What follows belongs to an exercise in optimizing a design on an open flow for small area, a short achievable clock period and few clock cycles; a production flow would make more cautious choices.
RTL that was checked went through simulation tests only; none was proved equivalent to the original.
Only the layout flow was run in runs 2 to 5; the RTL was not checked for function there.
Power is estimated from default activity; no workload was simulated.

===== flow/config.mk =====
export PLATFORM = sky130hd
export DESIGN_NAME = dda_line_rasterizer
export DESIGN_NICKNAME = dda_line_rasterizer
export VERILOG_FILES = /design/flow/design.v
export SDC_FILE = /design/flow/constraint.sdc
export NUM_CORES = 4
export LEC_CHECK = 0
export CAP_MARGIN = 20
export CORE_MARGIN = 2
export CORE_UTILIZATION = 40
export CTS_CLUSTER_DIAMETER = 120
export CTS_CLUSTER_SIZE = 24
export SETUP_SLACK_MARGIN = 5
export SLEW_MARGIN = 20

===== flow/constraint.sdc =====
create_clock -name core_clock -period 8.0 [get_ports {clk_i}]
set_input_delay 1.6000 -clock core_clock [delete_from_list [all_inputs] [get_ports {clk_i}]]
set_output_delay 1.6000 -clock core_clock [all_outputs]
set_load 0.01 [all_outputs]

===== flow/design.v =====
`default_nettype none
package dlr_pkg;
  localparam int DEFAULT_FRAC_BITS   = 16;
  localparam int DEFAULT_COORD_BITS  = 14;
  localparam int DEFAULT_QUEUE_DEPTH = 4;
  localparam int CFG_W   = 13;
  localparam int IDX_W   = 24;
  localparam int COLOR_W = 32;
  localparam logic [CFG_W-1:0] RESET_SCREEN_WIDTH  = 13'd1280;
  localparam logic [CFG_W-1:0] RESET_SCREEN_HEIGHT = 13'd720;
  typedef enum logic {
    ACT_START   = 1'b0,
    ACT_ADVANCE = 1'b1
  } action_e;
  typedef enum logic {
    CFG_SCREEN_WIDTH  = 1'b0,
    CFG_SCREEN_HEIGHT = 1'b1
  } cfg_reg_e;
endpackage
`default_nettype wire
`default_nettype none
module dda_line_rasterizer #(
  parameter int FRAC_BITS   = dlr_pkg::DEFAULT_FRAC_BITS,
  parameter int COORD_BITS  = dlr_pkg::DEFAULT_COORD_BITS,
  parameter int QUEUE_DEPTH = dlr_pkg::DEFAULT_QUEUE_DEPTH
) (
  input  wire logic                         clk_i,
  input  wire logic                         rst_ni,
  input  wire logic                         cfg_we_i,
  input  wire logic                         cfg_index_i,
  input  wire logic [dlr_pkg::CFG_W-1:0]    cfg_wdata_i,
  input  wire logic                         in_valid_i,
  output      logic                         in_stall_o,
  input  wire logic                         action_i,
  input  wire logic signed [COORD_BITS-1:0] x_start_i,
  input  wire logic signed [COORD_BITS-1:0] y_start_i,
  input  wire logic signed [COORD_BITS-1:0] x_end_i,
  input  wire logic signed [COORD_BITS-1:0] y_end_i,
  input  wire logic [dlr_pkg::COLOR_W-1:0]  line_color_i,
  output      logic                         out_valid_o,
  input  wire logic                         out_stall_i,
  output      logic signed [COORD_BITS-1:0] pixel_x_o,
  output      logic signed [COORD_BITS-1:0] pixel_y_o,
  output      logic [dlr_pkg::IDX_W-1:0]    pixel_addr_o,
  output      logic [dlr_pkg::COLOR_W-1:0]  pixel_color_o,
  output      logic                         write_enable_o,
  output      logic                         last_pixel_o
);
  localparam int CRW     = 5;                        
  localparam int CR_STOP = (1 << CRW) - 3;           
  localparam int PH_RDY  = 19;                       
  logic [12:0] w_q, h_q;
  always_ff @(posedge clk_i or negedge rst_ni) begin
    if (!rst_ni) begin
      w_q <= dlr_pkg::RESET_SCREEN_WIDTH;
      h_q <= dlr_pkg::RESET_SCREEN_HEIGHT;
    end else if (cfg_we_i) begin
      if (cfg_index_i) h_q <= cfg_wdata_i;
      else             w_q <= cfg_wdata_i;
    end
  end
  logic            in_stall_q;
  logic            ir_v;                  
  logic            n_v;                   
  logic            a_act;                 
  logic            a_first;               
  logic [CRW-1:0]  cr_n, cr_a;            
  logic [4:0]      n_ph;                  
  logic signed [13:0] ir_xs, ir_ys, ir_xe, ir_ye;
  logic [31:0]        ir_col;
  logic signed [13:0] n_xs, n_ys;
  logic [31:0]        n_col;
  logic [14:0]        n_ra, n_rb;         
  logic               n_sx, n_sy, n_xmaj;
  logic [16:0]        n_q;                
  logic [23:0]        n_acc;              
  logic signed [13:0] a_x, a_y;           
  logic [23:0]        a_yw;               
  logic [15:0]        a_g;                
  logic               a_mv;               
  logic               a_tie;              
  logic [13:0]        a_cnt;              
  logic               a_lst;              
  logic [15:0]        a_qx;               
  logic               a_cin, a_neg, a_sx, a_sy, a_xmaj;
  logic acc_w, st_w, adv_w;
  assign in_stall_o = in_stall_q;
  assign acc_w = in_valid_i & ~in_stall_q;
  assign st_w  = acc_w & ~action_i;
  assign adv_w = acc_w & action_i;
  always_ff @(posedge clk_i) begin
    if (!ir_v) begin
      ir_xs  <= x_start_i;
      ir_ys  <= y_start_i;
      ir_xe  <= x_end_i;
      ir_ye  <= y_end_i;
      ir_col <= line_color_i;
    end
  end
  logic        n_rdy, ld;
  logic        n_neg;
  logic [15:0] n_qx;
  logic        n_cin;
  logic [14:0] dx_w, dy_w, rem2;
  logic        ge;
  logic        wbit_q;
  assign n_rdy = (n_ph == 5'(PH_RDY));
  assign ld    = ir_v & ~n_v & ~(a_act & a_first);
  assign n_neg = n_xmaj ? n_sy : n_sx;
  assign n_qx  = n_q[16:1];
  assign n_cin = n_q[0];
  assign dx_w = {ir_xe[13], ir_xe} - {ir_xs[13], ir_xs};
  assign dy_w = {ir_ye[13], ir_ye} - {ir_ys[13], ir_ys};
  assign rem2 = {n_rb[13:0], 1'b0};
  logic [15:0] diff;
  assign diff = {1'b0, rem2} - {2'b00, n_ra[13:0]};
  assign ge   = ~diff[15];
  always_ff @(posedge clk_i) begin
    if (ld) begin
      n_ph  <= '0;
      n_xs  <= ir_xs;
      n_ys  <= ir_ys;
      n_col <= ir_col;
      n_ra  <= dx_w;
      n_rb  <= dy_w;
      n_acc <= '0;
      wbit_q <= w_q[12];
    end else begin
      if (!n_rdy) n_ph <= n_ph + 5'd1;
      if (n_ph <= 5'd12) begin
        n_acc <= {n_acc[22:0], 1'b0} + (wbit_q ? {{10{n_ys[13]}}, n_ys} : 24'd0);
      end
      wbit_q <= (n_ph <= 5'd11) ? w_q[4'(5'd11 - n_ph)] : 1'b0;
      if (n_ph == 5'd0) begin
        n_sx <= n_ra[14];
        n_sy <= n_rb[14];
        n_ra <= n_ra[14] ? -n_ra : n_ra;
        n_rb <= n_rb[14] ? -n_rb : n_rb;
      end else if (n_ph == 5'd1) begin
        n_xmaj <= (n_ra >= n_rb);
        n_ra   <= (n_ra >= n_rb) ? n_ra : n_rb;
        n_rb   <= (n_ra >= n_rb) ? n_rb : n_ra;
      end else if (!n_rdy) begin
        n_rb <= ge ? {1'b0, diff[13:0]} : rem2;
        n_q  <= {n_q[15:0], ge ^ n_neg};    
      end
    end
  end
  logic        b_free, a_emit, a_last, newer, aband, load_sel, a_en, xfer;
  logic [15:0] g_in, q_in;
  logic        c_in, neg_in;
  logic [17:0] gsum_x;
  logic [16:0] gsum;
  logic [24:0] yw_x;
  logic        r_le0, r_le1, r_neg, r_nxt_le0, tie_nxt;
  logic signed [13:0] a_min;
  logic [23:0] yw_plus;
  logic signed [13:0] x_out, y_out;
  logic        vis;
  logic [23:0] addr_w;
  logic signed [13:0] x_step, y_step;
  logic [23:0] yw_step;
  logic        y_moves;
  assign b_free   = ~out_valid_o | ~out_stall_i;
  assign a_last   = a_lst;
  assign newer    = n_v | ir_v;
  assign aband    = a_act & (cr_a == '0) & newer;
  assign a_emit   = a_act & (cr_a != '0) & b_free;
  assign load_sel = ~a_act | a_last;
  assign a_en     = a_emit | ~a_act;
  assign xfer     = a_en & load_sel & n_v & n_rdy;
  assign g_in   = load_sel ? 16'h8000 : a_g;
  assign q_in   = load_sel ? n_qx : a_qx;
  assign c_in   = load_sel ? n_cin : a_cin;
  assign neg_in = load_sel ? n_neg : a_neg;
  assign gsum_x = {1'b0, g_in, c_in} + {1'b0, q_in, c_in};
  assign gsum   = gsum_x[17:1];
  assign y_moves = a_xmaj ? a_mv : 1'b1;
  assign x_step  = (a_xmaj | a_mv) ? (a_sx ? a_x - 14'sd1 : a_x + 14'sd1) : a_x;
  assign y_step  = y_moves ? (a_sy ? a_y - 14'sd1 : a_y + 14'sd1) : a_y;
  assign yw_x    = {a_yw, 1'b1} + {({11'd0, w_q} ^ {24{a_sy}}), a_sy};
  assign yw_plus = yw_x[24:1];
  assign yw_step = y_moves ? yw_plus : a_yw;
  assign a_min     = a_xmaj ? a_y : a_x;
  assign r_neg     = a_min[13];
  assign r_le0     = r_neg | (a_min == 14'sd0);
  assign r_le1     = r_le0 | (a_min == 14'sd1);
  assign r_nxt_le0 = a_mv ? (a_neg ? r_le1 : r_neg) : r_le0;
  assign tie_nxt   = (a_g == 16'd0) & r_nxt_le0;
  always_ff @(posedge clk_i) begin
    if (a_en) begin
      if (load_sel) begin
        a_x    <= n_xs;
        a_y    <= n_ys;
        a_yw   <= n_acc;
        a_tie  <= 1'b0;
        a_cnt  <= n_ra[13:0];
        a_lst  <= (n_ra[13:0] == 14'd0);
        a_qx   <= n_qx;
        a_cin  <= n_cin;
        a_neg  <= n_neg;
        a_sx   <= n_sx;
        a_sy   <= n_sy;
        a_xmaj <= n_xmaj;
      end else begin
        a_x    <= x_step;
        a_y    <= y_step;
        a_yw   <= yw_step;
        a_tie  <= tie_nxt;
        a_cnt  <= a_cnt - 14'd1;
        a_lst  <= (a_cnt == 14'd1);
      end
      a_g  <= gsum[15:0];
      a_mv <= gsum[16] ^ neg_in;
    end
  end
  assign x_out = (a_tie & ~a_xmaj) ? a_x - 14'sd1 : a_x;
  assign y_out = (a_tie &  a_xmaj) ? a_y - 14'sd1 : a_y;
  assign vis   = ~a_tie & ~a_x[13] & ~a_y[13] &
                 (a_x[12:0] < w_q) & (a_y[12:0] < h_q);
  assign addr_w = vis ? (a_yw + {11'd0, a_x[12:0]}) : 24'd0;
  always_ff @(posedge clk_i) begin
    if (a_emit) begin
      pixel_x_o      <= x_out;
      pixel_y_o      <= y_out;
      pixel_addr_o   <= addr_w;
      write_enable_o <= vis;
      last_pixel_o   <= a_last;
      if (a_first) pixel_color_o <= n_col;
    end
  end
  logic            n_v_d, ir_v_d;
  logic [CRW-1:0]  cr_n_d, cr_a_d;
  logic            adv_n, adv_a;
  assign adv_n  = adv_w & n_v;
  assign adv_a  = adv_w & ~n_v & a_act;
  assign n_v_d  = (n_v & ~xfer) | ld;
  assign ir_v_d = (ir_v & ~ld) | st_w;
  logic [CRW-1:0]  cr_n_p1, cr_a_p1, cr_a_m1;
  assign cr_n_p1 = cr_n + CRW'(1);
  assign cr_a_p1 = cr_a + CRW'(1);
  assign cr_a_m1 = cr_a - CRW'(1);
  always_comb begin
    if (xfer)                  cr_a_d = adv_n ? cr_n_p1 : cr_n;
    else if ((a_en & load_sel) | aband) cr_a_d = '0;
    else if (adv_a & ~a_emit)  cr_a_d = cr_a_p1;
    else if (a_emit & ~adv_a)  cr_a_d = cr_a_m1;
    else                       cr_a_d = cr_a;
    cr_n_d = (xfer | ld) ? '0 : (adv_n ? cr_n_p1 : cr_n);
  end
  always_ff @(posedge clk_i or negedge rst_ni) begin
    if (!rst_ni) begin
      in_stall_q  <= 1'b0;
      ir_v        <= 1'b0;
      n_v         <= 1'b0;
      a_act       <= 1'b0;
      a_first     <= 1'b0;
      cr_n        <= '0;
      cr_a        <= '0;
      out_valid_o <= 1'b0;
    end else begin
      ir_v        <= ir_v_d;
      n_v         <= n_v_d;
      cr_n        <= cr_n_d;
      cr_a        <= cr_a_d;
      in_stall_q  <= ir_v_d | (n_v ? (cr_n >= CRW'(CR_STOP)) : (cr_a >= CRW'(CR_STOP)));
      out_valid_o <= a_emit | (out_valid_o & out_stall_i);
      if (a_en & load_sel) begin
        a_act   <= n_v & n_rdy;
        a_first <= 1'b1;
      end else if (aband) begin
        a_act   <= 1'b0;
      end else if (a_emit) begin
        a_first <= 1'b0;
      end
    end
  end
endmodule
`default_nettype wire

===== flow/flow/run.sh =====
#!/bin/bash
# Standard layout, with the port buffers chosen explicitly.
export BUFFER_PORTS_ARGS="-buffer_cell sky130_fd_sc_hd__buf_1"
bash standard.sh > standard.log 2>&1

===== flow/standard.sh =====
#!/bin/bash
# synth_recipe.tcl (not shown) runs the flow's synth.tcl, then flattens the netlist and writes it again
# the make line also repeats each setting of config.mk as NAME=value (left out here)
make -C /OpenROAD-flow-scripts/flow DESIGN_CONFIG=/design/flow/config.mk WORK_HOME=/design/flow/orfs CLKGATE_MAP_FILE= SYNTH_SCRIPT=/design/flow/synth_recipe.tcl "${@:-finish}"

==> results of run 1 <==
-- what timing repair did --
action                     in CTS  in global routing
cloned                          6                  2
pin swaps                       5                 22
gates resized for setup        22                 44
setup endpoints to repair     120                 75
setup buffers                  23                 35
hold buffers                    0                  0
-- cells in the mapped netlist (7+ instances only) --
cell type  instances  area (sq um)
o31ai_1           12          90.1
nand2b_1          27           169
a22o_1            10          87.6
a21oi_1          129           646
ha_1             174          2180
a31oi_1           20           125
inv_1            128           480
xor2_1            87           762
o22ai_1           10          62.6
clkbuf_1          42           158
dfrtp_1           36           901
and4_1             8          70.1
nand4_1           36           225
o21ai_0          154           771
fa_1               7           140
o21ai_1           28           140
a211oi_1          18           135
dfxtp_1           30           601
o2111ai_1          8          70.1
buf_1             11          41.3
o211ai_1          14           105
a21o_1            48           360
edfxtp_1         390         11700
nor2_1           152           571
nor2b_1           12          75.1
nor3_1            44           220
and2_1            33           206
o21a_1            34           255
nand2_1          242           908
nor4_1            13          81.3
and3_1            17           106
nand3_1           53           265
xnor2_1          116          1020
o21bai_1           7          52.6
mux2i_1            9          90.1
buf_2             19          95.1
or3_1             13          81.3
mux2_2            16           180
-- cell usage in the layout (no fill, tap or decap), drive strengths merged, types with 8 or more instances in the layout --
master | Yosys | final
and3 | 17 | 17
o21a | 34 | 34
a31oi | 21 | 21
nand2b | 27 | 30
nand3 | 53 | 53
nor2 | 155 | 155
and2 | 34 | 34
ha | 174 | 174
o2111ai | 8 | 8
nand4 | 36 | 36
inv | 129 | 128
a21o | 49 | 49
nor4 | 16 | 16
buf | 34 | 266
o211ai | 17 | 17
a21oi | 130 | 130
edfxtp | 390 | 390
a2111oi | 9 | 9
a22o | 10 | 10
and4 | 8 | 8
or3 | 14 | 14
dfxtp | 30 | 30
a211oi | 22 | 22
mux2 | 16 | 16
nand2 | 243 | 243
xor2 | 87 | 87
clkbuf | 44 | 42
o22ai | 11 | 11
nor2b | 13 | 13
o21ai | 182 | 182
xnor2 | 116 | 116
nor3 | 47 | 47
o31ai | 14 | 14
dfrtp | 36 | 36
mux2i | 9 | 9
-- per-stage QoR --
| stage | hold WS [ps] | std cells |
|---|---|---|
| after global placement | 401 | 3350 |
| final | 421 | 3462 |
| after floorplan | 400 | 2364 |
| after detailed placement | 405 | 3350 |
| after global routing | 431 | 3461 |
| after CTS | 423 | 3423 |
-- power by group --
group	leakage, uW	internal (uW)	switching [uW]
sequential	0.00455	3570	708
combinational	0.00632	2140	3010
clock	0.000356	595	807
total	0.0112	6300	4530
-- cells by family (layout without fill, tap and decap cells) --
family | count (synthesis) | count (layout) | share of synthesized area
AO/OA/AOI/OAI | 589 | 590 | 0.152
XOR/XNOR | 203 | 203 | 0.0685
adder cells (fa/ha/maj) | 181 | 181 | 0.0893
buffers and inverters | 207 | 444 | 0.0318
flip-flops | 462 | 462 | 0.515
multiplexers | 29 | 29 | 0.0139
other | 0 | 2 | 0
AND/OR/NAND/NOR | 693 | 696 | 0.130
-- final cells by class --
cell class	instances	share of cell area
Clock buffer	39	0.0228
Inverter	129	0.0168
Multi-Input combinational cell	1699	0.414
Clock inverter	5	0.00286
Tap cell	855	0.0365
Sequential cell	462	0.457
Antenna cell	2	0.000171
Timing Repair Buffer	271	0.0504
-- state kept, by name, indices dropped and copies added (netlist names), 15 cells and up --
register,flops
a_g,16
n_q,17
n_acc,24
n_col,32
a_qx,16
pixel_color_o,32
a_yw,24
pixel_addr_o,24
n_ra,15
n_rb,15
ir_col,32
-- routing by layer --
layer  global-route usage  up-vias  share of wire
met1                0.272     9345           0.43
met4               0.0710        0          0.037
met3               0.0235      117          0.050
li1                     -     9158              -
met5                    0        -              0
met2                0.353      587           0.48
-- worst paths after layout --
kind	startpoint	end	slack [ps]
max reg2reg	a_sy	a_yw[10]	5070
max	a_sy	a_yw[10]	5070
min in group asynchronous	rst_ni	n_v	1090
min reg2reg	ir_col[18]	n_col[18]	420
max in group asynchronous	rst_ni	a_act	6420
min	ir_col[18]	n_col[18]	420
==> flow_metrics.py, run 1 <==
metrics = {
    "clocking": {
        "numCtsBuffers": 24,
        "cts_sinks": 462,
        "cts_root_buffer": "clkbuf_16",
        "clk_latency_ps": 610,
        "cts_tree": "yes",
        "path_clk_slew_ps": 100,
        "clk_path_buf_depth": 3,
        "htreeDepth": 1,
    },
    "worst_setup_path": {
        "crit_path_end_kind": "register",
        "cp_slowest_cell": "edfxtp_1",
        "cpLargestDelayFamily": "compound AO/OA/AOI/OAI gates",
        "crit_chain": "buf_12 > xor2_1 > ha_1 > a21o_1 > a311oi_2 > o211ai_2 > a31o_1 > a21oi_1 > xor2_1 > o21ai_1",
        "crit_path_start_kind": "register",
        "path_class": "register to register",
        "rr_worst_depth": 10,
        "critPathMaxFanout": 18,
        "crit_cells": 10,
        "critPathBufInv": 1,
        "cpMostUsedCell": "xor2_1",
        "cp.arrival_ps": 3270,
        "max_stage_delay_ps": 440,
        "worstPathRequired_ps": 8340,
    },
    "timing": {
        "timing.slew.headroom": 0.354,
        "final_max_slew_viol_count": 0,
        "tns_ps": 0,
        "skew_ps": 31.0,
        "period_minus_slack_ps": 2930,
        "worst_slew_pin_slew_ps": 960,
        "max_freq_ghz": 0.341,
        "rsz0062_at_grt": "yes",
        "setup-violations-final": 0,
        "setup_ws_ps": 5070,
        "hold_violations": 0,
        "period_share": 0.367,
    },
    "drt": {
        "drc": 0,
        "ant_nets": 0,
        "totalWireLength_mm": 70.9,
        "wl_per_cell_um": 20.5,
        "routed_via_density": 5.55,
        "drtIter0Drc": 1573,
        "vias": 19207,
        "dr.pass1.iters": 6,
    },
    "pwr": {
        "ir_worst_vdd_mv": 0.221,
        "leakagePower_uw": 0.0112,
        "finalPower_uw": 10800,
        "power.density_nw_per_um2": 370,
    },
    "die": {
        "ios": 196,
        "die_w_um": 259,
        "fp.dieH_um": 259,
        "row_count": 93,
        "core_region_area_sq_um": 64300,
        "die-area_sq_um": 66900,
        "initial_core_util": 0.403,
    },
    "final_layout": {
        "drive_above_1_share": 0.0967,
        "final_nets": 2876,
        "area_growth_pct": 12.9,
        "fillCellCount": 5995,
        "final_cell_area_sq_um": 29300,
        "seq_area_sq_um": 13400,
        "utilization": 0.455,
        "multi_input_area_sq_um": 12100,
    },
    "global_routing": {
        "grt-ovfl-total": 0,
        "grt_pass1_wl_mm": 109,
        "grt_usage": 0.206,
        "grt_max_degree": 69,
        "antenna_found_initial": 2,
        "first_global_vias": 18961,
    },
    "synthesis": {
        "synth-edff-count": 390,
        "synth-main-ff-cell": "edfxtp_1",
        "netlist_instances": 2364,
        "synth.distinct_cells": 113,
        "syn-cell-area_sq_um": 26000,
        "synth_seq_area_share": 0.515,
        "yosys_warnings": 1,
        "ys_ff_latch": 462,
        "ys_async_sr_fraction": 0.0909,
        "syn-num-nets": 2653,
        "synth_area_per_cell_sq_um": 11.0,
    },
    "place": {
        "hpwl_mm": 51.9,
        "placed_area_sq_um": 27600,
        "place.gp.congestion": 0.955,
        "dp_slack_ps": 4060,
        "io_buffers": 195,
    },
    "run_status": {
        "status": "finished clean",
    },
    "job": {
        "cap_violations": 0,
    },
    "hold_path": {
        "holdPathStages": 0,
        "hold_class": "register to register",
    },
}
Testbench counts, summed over its fixed seeds: cycles 107,989.
==> inputs of run 2 (changes only) <==
--- a/flow/design.v
+++ b/flow/design.v
@@ -73,7 +73,7 @@
   logic [14:0]        n_ra, n_rb;         
   logic               n_sx, n_sy, n_xmaj;
   logic [16:0]        n_q;                
-  logic [23:0]        n_acc;              
+  logic [27:0]        n_acc;              
   logic signed [13:0] a_x, a_y;           
   logic [23:0]        a_yw;               
   logic [15:0]        a_g;                
@@ -104,7 +104,9 @@
   logic [14:0] dx_w, dy_w, rem2;
   logic        ge;
   logic        wbit_q;
+  logic [14:0] mul_s;
   assign n_rdy = (n_ph == 5'(PH_RDY));
+  assign mul_s = n_acc[27:13] + (wbit_q ? {n_ys[13], n_ys} : 15'd0);
   assign ld    = ir_v & ~n_v & ~(a_act & a_first);
   assign n_neg = n_xmaj ? n_sy : n_sx;
   assign n_qx  = n_q[16:1];
@@ -124,13 +126,13 @@
       n_ra  <= dx_w;
       n_rb  <= dy_w;
       n_acc <= '0;
-      wbit_q <= w_q[12];
+      wbit_q <= w_q[0];
     end else begin
       if (!n_rdy) n_ph <= n_ph + 5'd1;
       if (n_ph <= 5'd12) begin
-        n_acc <= {n_acc[22:0], 1'b0} + (wbit_q ? {{10{n_ys[13]}}, n_ys} : 24'd0);
-      end
-      wbit_q <= (n_ph <= 5'd11) ? w_q[4'(5'd11 - n_ph)] : 1'b0;
+        n_acc <= {mul_s[14], mul_s, n_acc[12:1]};
+      end
+      wbit_q <= (n_ph <= 5'd11) ? w_q[4'(n_ph + 5'd1)] : 1'b0;
       if (n_ph == 5'd0) begin
         n_sx <= n_ra[14];
         n_sy <= n_rb[14];
@@ -155,7 +157,7 @@
   logic        r_le0, r_le1, r_neg, r_nxt_le0, tie_nxt;
   logic signed [13:0] a_min;
   logic [23:0] yw_plus;
-  logic signed [13:0] x_out, y_out;
+  logic signed [13:0] x_out, y_out, minor_dec;
   logic        vis;
   logic [23:0] addr_w;
   logic signed [13:0] x_step, y_step;
@@ -192,7 +194,7 @@
       if (load_sel) begin
         a_x    <= n_xs;
         a_y    <= n_ys;
-        a_yw   <= n_acc;
+        a_yw   <= n_acc[23:0];
         a_tie  <= 1'b0;
         a_cnt  <= n_ra[13:0];
         a_lst  <= (n_ra[13:0] == 14'd0);
@@ -214,8 +216,9 @@
       a_mv <= gsum[16] ^ neg_in;
     end
   end
-  assign x_out = (a_tie & ~a_xmaj) ? a_x - 14'sd1 : a_x;
-  assign y_out = (a_tie &  a_xmaj) ? a_y - 14'sd1 : a_y;
+  assign minor_dec = a_min - 14'sd1;
+  assign x_out = (a_tie & ~a_xmaj) ? minor_dec : a_x;
+  assign y_out = (a_tie &  a_xmaj) ? minor_dec : a_y;
   assign vis   = ~a_tie & ~a_x[13] & ~a_y[13] &
                  (a_x[12:0] < w_q) & (a_y[12:0] < h_q);
   assign addr_w = vis ? (a_yw + {11'd0, a_x[12:0]}) : 24'd0;
==> flow_metrics.py, run 2 <==
metrics = {
    "run_status": {
        "status": "finished clean",
    },
    "place": {
        "io_buffers": 195,
        "dp_slack_ps": 3990,
        "place.gp.congestion": 0.886,
        "hpwl_mm": 46.5,
        "placed_area_sq_um": 27100,
    },
    "pwr": {
        "ir_worst_vdd_mv": 0.197,
        "power.density_nw_per_um2": 481,
        "leakagePower_uw": 0.0116,
    },
    "global_routing": {
        "antenna_found_initial": 2,
        "grt_max_degree": 68,
        "grt_pass1_wl_mm": 103,
        "first_global_vias": 18493,
        "grt-ovfl-total": 0,
        "grt_usage": 0.204,
    },
    "worst_setup_path": {
        "crit_path_start_kind": "register",
        "path_class": "register to register",
        "cpLargestDelayFamily": "compound AO/OA/AOI/OAI gates",
        "max_stage_delay_ps": 480,
        "cp.arrival_ps": 3510,
        "cpMostUsedCell": "a211oi_2",
        "crit_path_end_kind": "register",
        "crit_chain": "buf_12 > xor2_1 > ha_1 > a211oi_2 > o21ai_2 > a211oi_2 > nor2_2 > o41ai_2 > nand2b_1 > o31a_1 > nand4b_1 > o211ai_1",
        "critPathMaxFanout": 11,
        "cp_slowest_cell": "edfxtp_1",
        "worstPathRequired_ps": 8350,
        "critPathBufInv": 1,
    },
    "timing": {
        "rsz0062_at_grt": "yes",
        "timing.slew.headroom": 0.343,
        "skew_ps": 29.7,
        "setup-violations-final": 0,
        "final_max_slew_viol_count": 0,
        "tns_ps": 0,
        "max_freq_ghz": 0.316,
        "hold_violations": 0,
        "period_share": 0.396,
        "setup_ws_ps": 4830,
        "worst_slew_pin_slew_ps": 981,
        "period_minus_slack_ps": 3170,
    },
    "final_layout": {
        "diodes": 0,
        "area_growth_pct": 17.9,
        "final_cell_mix": "390 x edfxtp_1, 262 x nand2_1, 193 x buf_1",
        "final_common_cell": "edfxtp_1",
        "final_cell_area_sq_um": 29700,
        "final_nets": 2876,
        "reg.largest.list": "ir_col x32, n_col x32, pixel_color_o x32",
        "drive_above_1_share": 0.139,
    },
    "clocking": {
        "cts_root_buffer": "clkbuf_16",
        "cts_tree": "yes",
        "cts_sinks": 465,
        "htreeDepth": 1,
        "numCtsBuffers": 23,
        "clk_path_buf_depth": 3,
        "path_clk_slew_ps": 110,
        "clk_latency_ps": 600,
        "ctsHoldBuffers": 0,
    },
    "die": {
        "die-area_sq_um": 64900,
        "core_region_area_sq_um": 61900,
        "row_count": 91,
        "initial_core_util": 0.406,
        "die_w_um": 255,
        "ios": 196,
        "fp.dieH_um": 255,
    },
    "synthesis": {
        "synth_most_common_cell": "edfxtp_1",
        "synth_top_area_cell": "edfxtp_1",
        "synth.distinct_cells": 79,
        "ys_async_sr_fraction": 0.0903,
        "syn-num-nets": 2583,
        "synth-main-ff-cell": "edfxtp_1",
        "yosys_warnings": 1,
        "synthTopCellsByCount": "390 x edfxtp_1, 281 x nand2_1, 186 x ha_1, 156 x o21ai_0, 147 x a21oi_1",
        "yosysTopAreaCellShare": 0.465,
        "synth_seq_area_share": 0.534,
        "netlist_instances": 2280,
        "synth-edff-count": 390,
        "ys_ff_latch": 465,
        "synthTopCellsByArea": "edfxtp_1 47%, ha_1 9.2%, nand2_1 4.2%, xnor2_1 4.0%, dfrtp_1 3.6%",
        "syn-cell-area_sq_um": 25200,
        "synth_area_per_cell_sq_um": 11.0,
    },
    "hold_path": {
        "hold_class": "register to register",
    },
    "drt": {
        "drtIter0Drc": 1335,
        "routed_via_density": 5.42,
        "wl_per_cell_um": 19.8,
        "totalWireLength_mm": 67.7,
        "ant_nets": 0,
        "dr.pass1.iters": 6,
        "vias": 18565,
        "drc": 0,
    },
    "job": {
        "cap_violations": 0,
    },
}
## run 2: worst reg2reg max path: cells and delay by family (launching register included)
family / cells / cell delay, ps
AO/OA/AOI/OAI: 6 / 1390
XOR/XNOR: 1 / 160
adder cells (fa/ha/maj): 1 / 340
buffers and inverters: 1 / 190
flip-flops: 1 / 480
AND/OR/NAND/NOR: 3 / 350
## run 2: cells by family (layout without fill, tap and decap cells)
logic type	after synthesis	after routing	synth area share
xor gates and xnor gates	204	204	0.0710
DFF	465	465	0.534
and+or+nand+nor	671	675	0.124
buffers and inverters	199	505	0.0301
AOI/OAI and AO/OA	517	517	0.127
adders and majority gates	195	195	0.0996
muxes	29	29	0.0139
## run 2: where the power goes
group          leakage (uW)  internal [uW]  switching, uW
registers           0.00455           3990            762
clock network      0.000323            558            799
logic               0.00673           3600           4560
## run 2: final cells by class
| type | instances | area, sq um |
|---|---|---|
| fill | 5665 | 32300 |
| inverter | 135 | 532 |
| timing repair inverter | 1 | 5.00 |
| tap | 837 | 1050 |
| multi-input combinational | 1620 | 11900 |
| clock inverter | 3 | 41.3 |
| clock buffer | 39 | 636 |
| sequential | 465 | 13400 |
| timing repair buffer | 327 | 2120 |
## run 2: layer usage
metal  global-route usage  vias up  share of wire
met5                    0        -              0
met4               0.0638        0          0.032
met1                0.268     9105           0.43
met3               0.0191      104          0.047
met2                0.355      526           0.49
li1                     -     8830              -
## run 2: path summary, 6_finish.rpt
kind	start	cells after the start	end	slack [ps]
setup reg to reg	a_sy	12	a_yw[22]	4830
min in group asynchronous	rst_ni	1	out_valid_o	1030
hold / removal	ir_col[23]	0	n_col[23]	420
max in group asynchronous	rst_ni	1	h_q[3]	6510
setup / recovery	a_sy	12	a_yw[22]	4830
hold reg to reg	ir_col[23]	0	n_col[23]	420
## run 2: stage by stage
stage	hold WS, ps	cells	power [uW]	utilization
after global routing	425	3427	15300	0.479
after global placement	401	3261	11300	0.437
after floorplan	400	2280	9690	-
final	417	3427	14300	0.479
after detailed placement	405	3261	11500	0.437
after CTS	419	3379	13800	0.468
## run 2: what timing repair did
item,4_1_cts,5_1_grt
resized for setup,100,74
pin swaps,45,56
endpoints found under the setup margin,235,88
buffers inserted,63,47
cloned,13,1
==> inputs of run 3 (changes only) <==
--- a/flow/design.v
+++ b/flow/design.v
@@ -178,8 +178,8 @@
   assign gsum_x = {1'b0, g_in, c_in} + {1'b0, q_in, c_in};
   assign gsum   = gsum_x[17:1];
   assign y_moves = a_xmaj ? a_mv : 1'b1;
-  assign x_step  = (a_xmaj | a_mv) ? (a_sx ? a_x - 14'sd1 : a_x + 14'sd1) : a_x;
-  assign y_step  = y_moves ? (a_sy ? a_y - 14'sd1 : a_y + 14'sd1) : a_y;
+  assign x_step  = a_x + {{13{(a_xmaj | a_mv) & a_sx}}, a_xmaj | a_mv};
+  assign y_step  = a_y + {{13{y_moves & a_sy}}, y_moves};
   assign yw_x    = {a_yw, 1'b1} + {({11'd0, w_q} ^ {24{a_sy}}), a_sy};
   assign yw_plus = yw_x[24:1];
   assign yw_step = y_moves ? yw_plus : a_yw;
==> flow_metrics.py, run 3 <==
metrics = {
    "global_routing": {
        "first_global_vias": 18436,
        "antenna_found_initial": 1,
        "grt-ovfl-total": 0,
        "grt_usage": 0.202,
        "grt_max_degree": 81,
        "grt_pass1_wl_mm": 105,
    },
    "drt": {
        "wl_per_cell_um": 20.0,
        "totalWireLength_mm": 69.1,
        "drtIter0Drc": 1345,
        "vias": 18595,
        "dr.pass1.iters": 5,
        "routed_via_density": 5.38,
        "drc": 0,
        "ant_nets": 0,
    },
    "final_layout": {
        "final_cell_area_sq_um": 30000,
        "reg.largest.list": "ir_col x32, n_col x32, pixel_color_o x32",
        "drive_above_1_share": 0.153,
        "fin_cells": 3454,
        "final_cell_mix": "390 x edfxtp_1, 268 x nand2_1, 193 x buf_1",
        "diodes": 0,
        "area_growth_pct": 18.1,
        "final_common_cell": "edfxtp_1",
        "final_nets": 2897,
    },
    "die": {
        "row_count": 92,
        "die_w_um": 256,
        "initial_core_util": 0.404,
        "fp.dieH_um": 256,
        "ios": 196,
        "core_region_area_sq_um": 63000,
        "die-area_sq_um": 65600,
    },
    "hold_path": {
        "hold_class": "register to register",
    },
    "clocking": {
        "cts_sinks": 465,
        "ctsHoldBuffers": 0,
        "clk_latency_ps": 580,
        "cts_root_buffer": "clkbuf_16",
        "path_clk_slew_ps": 100,
        "htreeDepth": 1,
        "clk_path_buf_depth": 3,
        "cts_tree": "yes",
        "numCtsBuffers": 23,
    },
    "worst_setup_path": {
        "worstPathRequired_ps": 8330,
        "path_class": "register to register",
        "crit_path_start_kind": "register",
        "critPathMaxFanout": 14,
        "cp.arrival_ps": 3510,
        "crit_path_end_kind": "register",
    },
    "timing": {
        "skew_ps": 27.6,
        "hold_violations": 0,
        "tns_ps": 0,
        "period_share": 0.397,
        "max_freq_ghz": 0.314,
        "setup-violations-final": 0,
        "final_max_slew_viol_count": 0,
        "timing.slew.headroom": 0.313,
        "worst_slew_pin_slew_ps": 1030,
        "period_minus_slack_ps": 3180,
        "rsz0062_at_grt": "yes",
    },
    "synthesis": {
        "syn-num-nets": 2589,
        "ys_ff_latch": 465,
        "synthTopCellsByArea": "edfxtp_1 46%, ha_1 9.2%, nand2_1 4.1%, xnor2_1 4.0%, dfrtp_1 3.5%",
        "synthTopCellsByCount": "390 x edfxtp_1, 277 x nand2_1, 188 x ha_1, 157 x nor2_1, 140 x o21ai_0",
        "netlist_instances": 2284,
        "synth-edff-count": 390,
        "synth_area_per_cell_sq_um": 11.1,
        "synth_seq_area_share": 0.528,
        "synth_top_area_cell": "edfxtp_1",
        "synth-main-ff-cell": "edfxtp_1",
        "synth.distinct_cells": 89,
        "ys_async_sr_fraction": 0.0903,
        "synth_most_common_cell": "edfxtp_1",
        "yosys_warnings": 1,
        "syn-cell-area_sq_um": 25400,
        "yosysTopAreaCellShare": 0.460,
    },
    "place": {
        "hpwl_mm": 46.7,
        "io_buffers": 195,
        "place.gp.congestion": 0.898,
        "placed_area_sq_um": 27300,
        "dp_cells": 3275,
    },
    "pwr": {
        "power.density_nw_per_um2": 497,
        "leakagePower_uw": 0.0116,
        "ir_worst_vdd_mv": 0.200,
        "finalPower_uw": 14900,
        "pwr-share-clk": 0.090,
        "p_int_uw": 8430,
        "pwr-share-comb": 0.584,
        "pwr-share-seq": 0.326,
        "switching_share": 0.435,
        "p_switching_uw": 6500,
    },
    "run_status": {
        "status": "finished clean",
    },
    "job": {
        "cap_violations": 0,
    },
}
[run 3: cell types whose count changed after synthesis, sizes merged, moves of 10 or more]
cell / delta
clkbuf: -10
o21ai: -22
a21oi: -18
a21o: -15
nor2: +35
or2: +11
[run 3: worst paths after layout]
kind / from / to / slack [ps] / depth (start not counted)
worst max register to register: a_sy / a_yw[22] / 4820 / 12
min in group asynchronous: rst_ni / a_first / 1110 / 2
worst min register to register: n_col[12] / pixel_color_o[12] / 420 / 0
worst max-delay path: a_sy / a_yw[22] / 4820 / 12
max in group asynchronous: rst_ni / a_act / 6430 / 2
worst min-delay path: n_col[12] / pixel_color_o[12] / 420 / 0
[run 3: worst max-delay path, cell delays in order (launching register included)]
cell	delay [ps]
edfxtp_1	490
buf_4	180
buf_4	130
bufbuf_16	280
xor2_1	180
ha_1	340
nor2b_1	150
o21ai_0	290
o31ai_4	150
a21o_1	210
o41ai_2	260
mux2i_1	220
nand2_1	60
[run 3: kinds of logic (layout without fill, tap and decap cells)]
| logic type | count (synthesis) | in the layout | share of synthesized area |
|---|---|---|---|
| buffers and inverters | 191 | 510 | 0.0299 |
| AND/OR/NAND/NOR | 718 | 722 | 0.133 |
| adder cells (fa/ha/maj) | 197 | 197 | 0.0996 |
| AO/OA/AOI/OAI | 479 | 480 | 0.125 |
| XOR/XNOR | 200 | 200 | 0.0689 |
| flip-flops | 465 | 465 | 0.528 |
| multiplexers | 34 | 34 | 0.0157 |
[run 3: layout make-up]
cell class / instances / area [sq um]
inverters: 131 / 510
clock buffers: 39 / 636
fillers: 5781 / 32900
multi-input cells: 1633 / 12300
flip-flops and latches: 465 / 13400
well taps: 846 / 1060
repair buffers: 336 / 2090
repair inverters: 2 / 13.8
clock inverters: 2 / 21.3
[run 3: metal layers]
metal | routed length (um) | global-route usage
met4 | 2320 | 0.0580
met2 | 32400 | 0.332
met3 | 3480 | 0.0200
met1 | 30900 | 0.284
met5 | 0 | 0
[run 3: metrics by stage]
stage / utilization / hold WS [ps] / setup WS, ps
2_1_floorplan: - / 400 / 4060
3_3_place_gp: 0.434 / 400 / 3890
3_5_place_dp: 0.434 / 405 / 3910
4_1_cts: 0.460 / 422 / 4700
5_1_grt: 0.477 / 430 / 4710
6_report: 0.477 / 420 / 4820
[run 3: what timing repair did]
action / in CTS / in global routing
endpoints found under the setup margin: 187 / 106
pin swaps: 44 / 122
setup buffers: 59 / 64
resized for setup: 71 / 122
cloned: 10 / 4
[run 3: power groups by stage]
stage | Sequential [uW] | Clock [uW] | Combinational [uW]
after floorplan | 4630 | 0 | 5550
after global placement | 4920 | 0 | 6910
after detailed placement | 4940 | 0 | 7050
after CTS | 4860 | 1380 | 7860
after global routing | 4960 | 1460 | 9570
final | 4870 | 1340 | 8720
==> inputs of run 4 (changes only) <==
--- a/flow/design.v
+++ b/flow/design.v
@@ -61,6 +61,8 @@
   end
   logic            in_stall_q;
   logic            ir_v;                  
+  logic            ir_cdone;              
+  logic            n_colok;               
   logic            n_v;                   
   logic            a_act;                 
   logic            a_first;               
@@ -97,7 +99,7 @@
       ir_col <= line_color_i;
     end
   end
-  logic        n_rdy, ld;
+  logic        n_rdy, ld, ld_col;
   logic        n_neg;
   logic [15:0] n_qx;
   logic        n_cin;
@@ -107,7 +109,8 @@
   logic [14:0] mul_s;
   assign n_rdy = (n_ph == 5'(PH_RDY));
   assign mul_s = n_acc[27:13] + (wbit_q ? {n_ys[13], n_ys} : 15'd0);
-  assign ld    = ir_v & ~n_v & ~(a_act & a_first);
+  assign ld     = ir_v & ~ir_cdone & (~n_v | xfer);
+  assign ld_col = ir_v & ir_cdone & ~(a_act & a_first);
   assign n_neg = n_xmaj ? n_sy : n_sx;
   assign n_qx  = n_q[16:1];
   assign n_cin = n_q[0];
@@ -118,11 +121,13 @@
   assign diff = {1'b0, rem2} - {2'b00, n_ra[13:0]};
   assign ge   = ~diff[15];
   always_ff @(posedge clk_i) begin
+    if (ld_col) n_col <= ir_col;
+  end
+  always_ff @(posedge clk_i) begin
     if (ld) begin
       n_ph  <= '0;
       n_xs  <= ir_xs;
       n_ys  <= ir_ys;
-      n_col <= ir_col;
       n_ra  <= dx_w;
       n_rb  <= dy_w;
       n_acc <= '0;
@@ -170,7 +175,7 @@
   assign a_emit   = a_act & (cr_a != '0) & b_free;
   assign load_sel = ~a_act | a_last;
   assign a_en     = a_emit | ~a_act;
-  assign xfer     = a_en & load_sel & n_v & n_rdy;
+  assign xfer     = a_en & load_sel & n_v & n_rdy & n_colok;
   assign g_in   = load_sel ? 16'h8000 : a_g;
   assign q_in   = load_sel ? n_qx : a_qx;
   assign c_in   = load_sel ? n_cin : a_cin;
@@ -178,8 +183,8 @@
   assign gsum_x = {1'b0, g_in, c_in} + {1'b0, q_in, c_in};
   assign gsum   = gsum_x[17:1];
   assign y_moves = a_xmaj ? a_mv : 1'b1;
-  assign x_step  = a_x + {{13{(a_xmaj | a_mv) & a_sx}}, a_xmaj | a_mv};
-  assign y_step  = a_y + {{13{y_moves & a_sy}}, y_moves};
+  assign x_step  = (a_xmaj | a_mv) ? (a_sx ? a_x - 14'sd1 : a_x + 14'sd1) : a_x;
+  assign y_step  = y_moves ? (a_sy ? a_y - 14'sd1 : a_y + 14'sd1) : a_y;
   assign yw_x    = {a_yw, 1'b1} + {({11'd0, w_q} ^ {24{a_sy}}), a_sy};
   assign yw_plus = yw_x[24:1];
   assign yw_step = y_moves ? yw_plus : a_yw;
@@ -238,7 +243,7 @@
   assign adv_n  = adv_w & n_v;
   assign adv_a  = adv_w & ~n_v & a_act;
   assign n_v_d  = (n_v & ~xfer) | ld;
-  assign ir_v_d = (ir_v & ~ld) | st_w;
+  assign ir_v_d = (ir_v & ~ld_col) | st_w;
   logic [CRW-1:0]  cr_n_p1, cr_a_p1, cr_a_m1;
   assign cr_n_p1 = cr_n + CRW'(1);
   assign cr_a_p1 = cr_a + CRW'(1);
@@ -255,6 +260,8 @@
     if (!rst_ni) begin
       in_stall_q  <= 1'b0;
       ir_v        <= 1'b0;
+      ir_cdone    <= 1'b0;
+      n_colok     <= 1'b0;
       n_v         <= 1'b0;
       a_act       <= 1'b0;
       a_first     <= 1'b0;
@@ -263,6 +270,10 @@
       out_valid_o <= 1'b0;
     end else begin
       ir_v        <= ir_v_d;
+      if (ld)          ir_cdone <= 1'b1;
+      else if (ld_col) ir_cdone <= 1'b0;
+      if (ld)          n_colok  <= 1'b0;
+      else if (ld_col) n_colok  <= 1'b1;
       n_v         <= n_v_d;
       cr_n        <= cr_n_d;
       cr_a        <= cr_a_d;
==> flow_metrics.py, run 4 <==
metrics = {
    "final_layout": {
        "utilization": 0.480,
        "final_nets": 2933,
        "final_common_cell": "edfxtp_1",
        "final_cell_mix": "390 x edfxtp_1, 266 x nand2_1, 193 x buf_1",
        "reg.largest.list": "ir_col x32, n_col x32, pixel_color_o x32",
        "drive_above_1_share": 0.149,
        "area_growth_pct": 18.8,
    },
    "hold_path": {
        "hold_class": "register to register",
    },
    "synthesis": {
        "ys_ff_latch": 467,
        "synth-edff-count": 390,
        "synth_top_area_cell": "edfxtp_1",
        "syn-cell-area_sq_um": 25400,
        "synthTopCellsByCount": "390 x edfxtp_1, 280 x nand2_1, 186 x ha_1, 154 x nor2_1, 146 x o21ai_0",
        "syn-num-nets": 2629,
        "synth_seq_area_share": 0.530,
        "synth-main-ff-cell": "edfxtp_1",
        "yosysTopAreaCellShare": 0.461,
        "synthTopCellsByArea": "edfxtp_1 46%, ha_1 9.2%, nand2_1 4.1%, dfrtp_1 3.7%, xor2_1 3.3%",
        "synth_area_per_cell_sq_um": 10.9,
        "synth_most_common_cell": "edfxtp_1",
        "yosys_warnings": 1,
        "ys_async_sr_fraction": 0.0942,
        "synth.distinct_cells": 74,
        "netlist_instances": 2326,
    },
    "place": {
        "io_buffers": 195,
        "place.gp.congestion": 0.913,
        "hpwl_mm": 47.7,
        "dp_slack_ps": 3730,
    },
    "worst_setup_path": {
        "max_stage_delay_ps": 490,
        "worstPathRequired_ps": 8340,
        "crit_path_start_kind": "register",
        "path_class": "register to register",
        "cp.arrival_ps": 3550,
        "cpLargestDelayFamily": "compound AO/OA/AOI/OAI gates",
        "critPathMaxFanout": 5,
        "r2r_slack_ps": 4790,
        "cp_slowest_cell": "edfxtp_1",
        "crit_chain": "inv_2 > ha_4 > a21o_1 > a211o_1 > nor3_1 > a21oi_4 > a2111oi_4 > buf_4 > buf_6 > o21ai_2 > a222oi_1 > a21oi_1",
        "crit_path_end_kind": "register",
        "critPathBufInv": 3,
    },
    "pwr": {
        "power.density_nw_per_um2": 492,
        "pwr-share-comb": 0.579,
        "pwr-share-clk": 0.095,
        "ir_worst_vdd_mv": 0.265,
        "p_int_uw": 8410,
        "p_switching_uw": 6450,
        "pwr-share-seq": 0.326,
        "switching_share": 0.434,
        "leakagePower_uw": 0.0118,
    },
    "die": {
        "row_count": 92,
        "die_w_um": 256,
        "die-area_sq_um": 65600,
        "initial_core_util": 0.404,
        "fp.dieH_um": 256,
        "ios": 196,
        "core_region_area_sq_um": 63000,
    },
    "clocking": {
        "cts_root_buffer": "clkbuf_16",
        "cts_sinks": 467,
        "clk_path_buf_depth": 3,
        "cts_tree": "yes",
        "path_clk_slew_ps": 100,
        "numCtsBuffers": 24,
        "clk_latency_ps": 620,
        "ctsHoldBuffers": 0,
        "htreeDepth": 1,
    },
    "drt": {
        "drtIter0Drc": 1527,
        "totalWireLength_mm": 69.5,
        "dr.pass1.iters": 5,
        "drc": 0,
        "vias": 18845,
        "wl_per_cell_um": 19.9,
        "ant_nets": 0,
        "routed_via_density": 5.39,
    },
    "global_routing": {
        "grt_usage": 0.204,
        "grt_pass1_wl_mm": 106,
        "first_global_vias": 18505,
        "antenna_found_initial": 2,
        "grt_max_degree": 74,
        "grt-ovfl-total": 0,
    },
    "timing": {
        "setup-violations-final": 0,
        "timing.slew.headroom": 0.309,
        "rsz0062_at_grt": "yes",
        "setup_ws_ps": 4790,
        "worst_slew_pin_slew_ps": 1030,
        "period_share": 0.402,
        "whs_ps": 424,
        "hold_violations": 0,
        "skew_ps": 46.1,
        "period_minus_slack_ps": 3210,
        "max_freq_ghz": 0.311,
        "final_max_slew_viol_count": 0,
        "tns_ps": 0,
    },
    "job": {
        "cap_violations": 0,
    },
    "run_status": {
        "status": "finished clean",
    },
}
run 4: changes by cell type after synthesis, moves of 8 or more:
cell      previous run  this run
clkbuf_1            44        52
xnor2_1            115        91
or2_2               19        11
nor4_1               9        17
o221ai_1            12         1
o21a_1              20        31
inv_1              130       138
a221oi_1             5        16
xor2_1              85        97
nand2b_1            29        19
or3_1               16         7
o21ai_1              4        18
a21oi_1            128       138
a21o_1              29        37
run 4: timing repair:
| item | in CTS | in global routing |
|---|---|---|
| buffers inserted | 67 | 50 |
| pin swaps | 67 | 87 |
| setup endpoints to repair | 122 | 105 |
| gates cloned | 12 | 2 |
| gates resized for setup | 109 | 115 |
run 4: worst paths after layout:
check	startpoint	to	cells after the start
setup / recovery	n_ra[8]	n_rb[9]	12
hold / removal	ir_col[8]	n_col[8]	0
setup reg to reg	n_ra[8]	n_rb[9]	12
hold reg to reg	ir_col[8]	n_col[8]	0
max in group asynchronous	rst_ni	cr_a[0]	2
min in group asynchronous	rst_ni	h_q[1]	2
run 4: layout make-up:
cell class | instances | area (sq um)
Sequential cell | 467 | 13500
Inverter | 139 | 537
Fill cell | 5695 | 32800
Clock buffer | 39 | 657
Antenna cell | 1 | 2.50
Tap cell | 846 | 1060
Clock inverter | 5 | 73.8
Multi-Input combinational cell | 1657 | 12200
Timing Repair Buffer | 341 | 2190
run 4: cell families (layout without fill, tap and decap cells):
| logic type | count (synthesis) | count (layout) | synth area share |
|---|---|---|---|
| xor+xnor | 188 | 188 | 0.0648 |
| flops | 467 | 467 | 0.530 |
| buf+inv | 205 | 524 | 0.0309 |
| fa+ha+maj | 195 | 195 | 0.0986 |
| simple gates | 712 | 715 | 0.130 |
| mux | 38 | 38 | 0.0174 |
| compound gates | 521 | 521 | 0.128 |
| other cells | 0 | 1 | 0 |
run 4: per-stage QoR:
stage                     total power [uW]  instance area (sq um)  std cells
final                                14900                  30200       3495
after global routing                 15900                  30200       3495
after CTS                            14100                  29300       3442
after detailed placement             11800                  27300       3319
after global placement               11600                  27300       3319
after floorplan                       9890                  25700       2326
run 4: worst register-to-register path: stages (launching register included):
cell and delay, ps:
edfxtp_1 490, inv_2 130, ha_4 210, a21o_1 160, a211o_1 300, nor3_1 310, a21oi_4 130, a2111oi_4 380
buf_4 190, buf_6 110, o21ai_2 50, a222oi_1 320, a21oi_1 150
run 4: power by group through the flow:
stage	sequential, uW	clock [uW]	combinational, uW
final	4850	1410	8600
after global routing	4940	1540	9400
after global placement	4950	0	6610
after detailed placement	4970	0	6790
after CTS	4850	1460	7830
after floorplan	4640	0	5250
run 4: routing by layer:
metal,vias up,GRT usage,wire length [um]
li1,9044,-,-
met1,9231,0.270,29700
met2,479,0.357,34700
met3,91,0.0246,3460
met4,0,0.0448,1590
met5,-,0,0
==> inputs of run 5 (changes only) <==
--- a/flow/design.v
+++ b/flow/design.v
@@ -75,7 +75,7 @@
   logic [14:0]        n_ra, n_rb;         
   logic               n_sx, n_sy, n_xmaj;
   logic [16:0]        n_q;                
-  logic [27:0]        n_acc;              
+  logic [23:0]        n_acc;              
   logic signed [13:0] a_x, a_y;           
   logic [23:0]        a_yw;               
   logic [15:0]        a_g;                
@@ -106,9 +106,7 @@
   logic [14:0] dx_w, dy_w, rem2;
   logic        ge;
   logic        wbit_q;
-  logic [14:0] mul_s;
   assign n_rdy = (n_ph == 5'(PH_RDY));
-  assign mul_s = n_acc[27:13] + (wbit_q ? {n_ys[13], n_ys} : 15'd0);
   assign ld     = ir_v & ~ir_cdone & (~n_v | xfer);
   assign ld_col = ir_v & ir_cdone & ~(a_act & a_first);
   assign n_neg = n_xmaj ? n_sy : n_sx;
@@ -131,13 +129,13 @@
       n_ra  <= dx_w;
       n_rb  <= dy_w;
       n_acc <= '0;
-      wbit_q <= w_q[0];
+      wbit_q <= w_q[12];
     end else begin
       if (!n_rdy) n_ph <= n_ph + 5'd1;
       if (n_ph <= 5'd12) begin
-        n_acc <= {mul_s[14], mul_s, n_acc[12:1]};
-      end
-      wbit_q <= (n_ph <= 5'd11) ? w_q[4'(n_ph + 5'd1)] : 1'b0;
+        n_acc <= {n_acc[22:0], 1'b0} + (wbit_q ? {{10{n_ys[13]}}, n_ys} : 24'd0);
+      end
+      wbit_q <= (n_ph <= 5'd11) ? w_q[4'(5'd11 - n_ph)] : 1'b0;
       if (n_ph == 5'd0) begin
         n_sx <= n_ra[14];
         n_sy <= n_rb[14];
@@ -158,11 +156,13 @@
   logic        c_in, neg_in;
   logic [17:0] gsum_x;
   logic [16:0] gsum;
-  logic [24:0] yw_x;
+  logic [14:0] yw_lo;
+  logic [13:0] ad_lo;
+  logic [10:0] yw_hi_inc, yw_hi_dec, yw_hi_nx;
   logic        r_le0, r_le1, r_neg, r_nxt_le0, tie_nxt;
   logic signed [13:0] a_min;
   logic [23:0] yw_plus;
-  logic signed [13:0] x_out, y_out, minor_dec;
+  logic signed [13:0] x_out, y_out;
   logic        vis;
   logic [23:0] addr_w;
   logic signed [13:0] x_step, y_step;
@@ -185,8 +185,11 @@
   assign y_moves = a_xmaj ? a_mv : 1'b1;
   assign x_step  = (a_xmaj | a_mv) ? (a_sx ? a_x - 14'sd1 : a_x + 14'sd1) : a_x;
   assign y_step  = y_moves ? (a_sy ? a_y - 14'sd1 : a_y + 14'sd1) : a_y;
-  assign yw_x    = {a_yw, 1'b1} + {({11'd0, w_q} ^ {24{a_sy}}), a_sy};
-  assign yw_plus = yw_x[24:1];
+  assign yw_hi_inc = a_yw[23:13] + 11'd1;
+  assign yw_hi_dec = a_yw[23:13] - 11'd1;
+  assign yw_lo     = {1'b0, a_yw[12:0], 1'b1} + {1'b0, w_q ^ {13{a_sy}}, a_sy};
+  assign yw_hi_nx  = (yw_lo[14] ^ a_sy) ? (a_sy ? yw_hi_dec : yw_hi_inc) : a_yw[23:13];
+  assign yw_plus   = {yw_hi_nx, yw_lo[13:1]};
   assign yw_step = y_moves ? yw_plus : a_yw;
   assign a_min     = a_xmaj ? a_y : a_x;
   assign r_neg     = a_min[13];
@@ -199,7 +202,7 @@
       if (load_sel) begin
         a_x    <= n_xs;
         a_y    <= n_ys;
-        a_yw   <= n_acc[23:0];
+        a_yw   <= n_acc;
         a_tie  <= 1'b0;
         a_cnt  <= n_ra[13:0];
         a_lst  <= (n_ra[13:0] == 14'd0);
@@ -221,12 +224,12 @@
       a_mv <= gsum[16] ^ neg_in;
     end
   end
-  assign minor_dec = a_min - 14'sd1;
-  assign x_out = (a_tie & ~a_xmaj) ? minor_dec : a_x;
-  assign y_out = (a_tie &  a_xmaj) ? minor_dec : a_y;
+  assign x_out = (a_tie & ~a_xmaj) ? a_x - 14'sd1 : a_x;
+  assign y_out = (a_tie &  a_xmaj) ? a_y - 14'sd1 : a_y;
   assign vis   = ~a_tie & ~a_x[13] & ~a_y[13] &
                  (a_x[12:0] < w_q) & (a_y[12:0] < h_q);
-  assign addr_w = vis ? (a_yw + {11'd0, a_x[12:0]}) : 24'd0;
+  assign ad_lo  = {1'b0, a_yw[12:0]} + {1'b0, a_x[12:0]};
+  assign addr_w = vis ? {(ad_lo[13] ? yw_hi_inc : a_yw[23:13]), ad_lo[12:0]} : 24'd0;
   always_ff @(posedge clk_i) begin
     if (a_emit) begin
       pixel_x_o      <= x_out;
==> flow_metrics.py, run 5 <==
metrics = {
    "worst_setup_path": {
        "critPathCapture": "a_mv",
        "rr_startpoint": "a_lst",
        "reg2reg_to": "a_mv",
        "rr_worst_depth": 12,
        "critPathMaxFanout": 6,
        "path_class": "register to register",
        "crit_start": "a_lst",
        "r2r_slack_ps": 4780,
        "crit_path_start_kind": "register",
        "cp.arrival_ps": 3560,
        "crit_path_end_kind": "register",
        "worstPathRequired_ps": 8340,
    },
    "pwr": {
        "leakagePower_uw": 0.0114,
        "pwr-share-comb": 0.530,
        "switching_share": 0.427,
        "p_switching_uw": 5640,
        "power.density_nw_per_um2": 447,
        "pwr-share-seq": 0.368,
        "ir_worst_vdd_mv": 0.219,
        "finalPower_uw": 13200,
        "pwr-share-clk": 0.102,
        "p_int_uw": 7570,
    },
    "synthesis": {
        "synthTopCellsByArea": "edfxtp_1 47%, ha_1 8.2%, xnor2_1 3.9%, dfrtp_1 3.8%, nand2_1 3.8%",
        "synth_top_area_cell": "edfxtp_1",
        "ys_ff_latch": 464,
        "synth.distinct_cells": 87,
        "synth-main-ff-cell": "edfxtp_1",
        "yosys_warnings": 1,
        "syn-num-nets": 2591,
        "synth-edff-count": 390,
        "yosysTopAreaCellShare": 0.465,
        "synthTopCellsByCount": "390 x edfxtp_1, 252 x nand2_1, 166 x ha_1, 150 x inv_1, 149 x nor2_1",
        "synth_area_per_cell_sq_um": 10.9,
        "synth_most_common_cell": "edfxtp_1",
        "synth_seq_area_share": 0.533,
        "syn-cell-area_sq_um": 25200,
        "netlist_instances": 2310,
        "ys_async_sr_fraction": 0.0948,
    },
    "place": {
        "placed_area_sq_um": 27100,
        "io_buffers": 195,
        "hpwl_mm": 47.0,
        "place.gp.congestion": 0.902,
    },
    "clocking": {
        "clk_latency_ps": 590,
        "numCtsBuffers": 23,
        "path_clk_slew_ps": 100,
        "htreeDepth": 1,
        "clk_path_buf_depth": 3,
        "cts_tree": "yes",
        "cts_sinks": 464,
        "cts_root_buffer": "clkbuf_16",
    },
    "final_layout": {
        "final_cell_area_sq_um": 29500,
        "multi_input_area_sq_um": 11900,
        "final_common_cell": "edfxtp_1",
        "seq_area_sq_um": 13400,
        "final_nets": 2853,
        "reg.largest.list": "ir_col x32, n_col x32, pixel_color_o x32",
        "drive_above_1_share": 0.139,
        "final_cell_mix": "390 x edfxtp_1, 238 x nand2_1, 193 x buf_1",
        "area_growth_pct": 17.3,
        "fillCellCount": 5692,
    },
    "global_routing": {
        "use_met1": 0.278,
        "antenna_found_initial": 2,
        "grt-ovfl-total": 0,
        "grtUsageMet2": 0.342,
        "grt_usage": 0.202,
        "grt_max_degree": 99,
        "use_met3": 0.0247,
        "grt_pass1_wl_mm": 103,
        "busiest_layer": "met2",
        "first_global_vias": 18044,
    },
    "timing": {
        "max_freq_ghz": 0.311,
        "worst_slew_pin_slew_ps": 783,
        "tns_ps": 0,
        "period_share": 0.403,
        "rsz0062_at_grt": "yes",
        "hold_violations": 0,
        "timing.slew.headroom": 0.478,
        "skew_ps": 22.1,
        "setup-violations-final": 0,
        "final_max_slew_viol_count": 0,
        "period_minus_slack_ps": 3220,
    },
    "drt": {
        "routed_via_density": 5.42,
        "dr.pass1.iters": 5,
        "wl_per_cell_um": 19.8,
        "vias": 18583,
        "totalWireLength_mm": 68.0,
        "drtIter0Drc": 1534,
        "ant_nets": 0,
        "drc": 0,
    },
    "run_status": {
        "status": "finished clean",
    },
    "job": {
        "cap_violations": 0,
    },
    "hold_path": {
        "hold_class": "register to register",
    },
    "die": {
        "row_count": 91,
        "die-area_sq_um": 65000,
        "die_w_um": 255,
        "initial_core_util": 0.406,
        "ios": 196,
        "core_region_area_sq_um": 61900,
        "fp.dieH_um": 255,
    },
}
-- run 5: changes by cell type in the layout (fill, tap and decap cells not counted), moves of 17 or more --
| cell | delta |
|---|---|
| o21ai_1 | +40 |
| a21oi_1 | -41 |
| a21oi_2 | +22 |
| o21ai_0 | -41 |
| xnor2_1 | +21 |
| o21ai_2 | -17 |
| a31oi_1 | +18 |
| buf_4 | -21 |
| nand2_1 | -28 |
-- run 5: power groups by stage --
stage	Clock, uW	Sequential [uW]	Combinational, uW
after floorplan	0	4520	4630
after global placement	0	4940	5610
after global routing	1470	4960	7700
after CTS	1400	4860	6420
after detailed placement	0	4960	5770
final	1350	4860	7000
-- run 5: area by class of cell --
| class | count | share of cell area |
|---|---|---|
| Inverter | 156 | 0.0212 |
| Antenna cell | 1 | 0.0000847 |
| Tap cell | 837 | 0.0355 |
| Sequential cell | 464 | 0.455 |
| Clock inverter | 3 | 0.000847 |
| Clock buffer | 39 | 0.0222 |
| Multi-Input combinational cell | 1613 | 0.402 |
| Timing Repair Buffer | 313 | 0.0635 |
| Timing Repair inverter | 1 | 0.000297 |
-- run 5: cells by family after synthesis --
| kind of cell | Yosys count | synth area share |
|---|---|---|
| muxes | 25 | 0.0126 |
| buffers and inverters | 241 | 0.0365 |
| and+or+nand+nor | 707 | 0.133 |
| DFF | 464 | 0.533 |
| AOI/OAI and AO/OA | 497 | 0.126 |
| adders and majority gates | 173 | 0.0881 |
| xor gates and xnor gates | 203 | 0.0706 |
-- run 5: metal layers --
| metal | vias to the layer above | part of all wire |
|---|---|---|
| met5 | - | 0.00016 |
| met4 | 2 | 0.025 |
| met3 | 105 | 0.051 |
| met2 | 559 | 0.48 |
| met1 | 9019 | 0.45 |
| li1 | 8898 | - |
-- run 5: what timing repair did --
item,CTS,global route
endpoints found under the setup margin,223,96
hold buffers,0,0
pin swaps,32,61
buffers inserted,60,38
resized for setup,82,79
cloned,13,3
-- run 5: how the worst min path moves through the flow --
stage / start / end / slack (ps) / cells past startpoint
floorplan: ir_col[0] / n_col[0] / 400 / 0
detailed placement: n_col[22] / pixel_color_o[22] / 400 / 0
CTS: n_col[2] / pixel_color_o[2] / 420 / 0
finish: n_col[1] / pixel_color_o[1] / 420 / 0
global placement: ir_col[1] / n_col[1] / 400 / 0
global route: n_col[9] / pixel_color_o[9] / 430 / 0
-- run 5: critical path: stages (launching register included) --
cell and delay, ps:
edfxtp_1 470, and2b_4 360, nand2_2 70, nand2_2 100, ha_4 210, o21ai_2 100, nand2_1 90, a41o_1 300
a2111oi_4 440, o31ai_4 100, or4b_1 480, a31oi_1 170, xnor2_1 80
-- run 5: through the flow --
stage | worst slack, ps | instances | hold slack, ps | util
3_3_place_gp | 3040 | 3270 | 400 | 0.438
2_1_floorplan | 4390 | 2310 | 400 | -
3_5_place_dp | 2920 | 3270 | 405 | 0.438
6_report | 4780 | 3427 | 422 | 0.477
5_1_grt | 4690 | 3427 | 431 | 0.477
4_1_cts | 4750 | 3385 | 425 | 0.465

[what the ideal ports hide]
How much do the figures lean on ideal ports? The routed layouts below were timed once more, with nothing changed but the port constraints. Step 1 sets driving cells, clkbuf_16 on the clock port and buf_2 on the other inputs (assumed; they add their load-dependent delay and slew). Step 2, shift: input delay + t, output delay - t, t = (earliest + latest rising clock arrival at the registers) / 2. This alone moves slack from input paths to output paths. Slacks: ideal / step 1 / step 2; pairs: ideal / step 1.
run | t, ns | slack for setup (ns) | worst register clock-pin slew, ns
run 1 | 0.655 | 5.068 / 5.062 / 4.465 | 0.10 / 0.10
run 2 | 0.645 | 4.833 / 4.833 / 4.456 | 0.11 / 0.11
run 3 | 0.631 | 4.820 / 4.820 / 4.472 | 0.12 / 0.12
run 4 | 0.661 | 4.785 / 4.785 / 4.423 | 0.11 / 0.11
run 5 | 0.638 | 4.780 / 4.780 / 4.386 | 0.11 / 0.11
After both steps setup and hold are still met in every run listed. The setup slack of run 1, which loses most, moves by -0.006 ns with the drivers and by -0.603 ns with both steps.
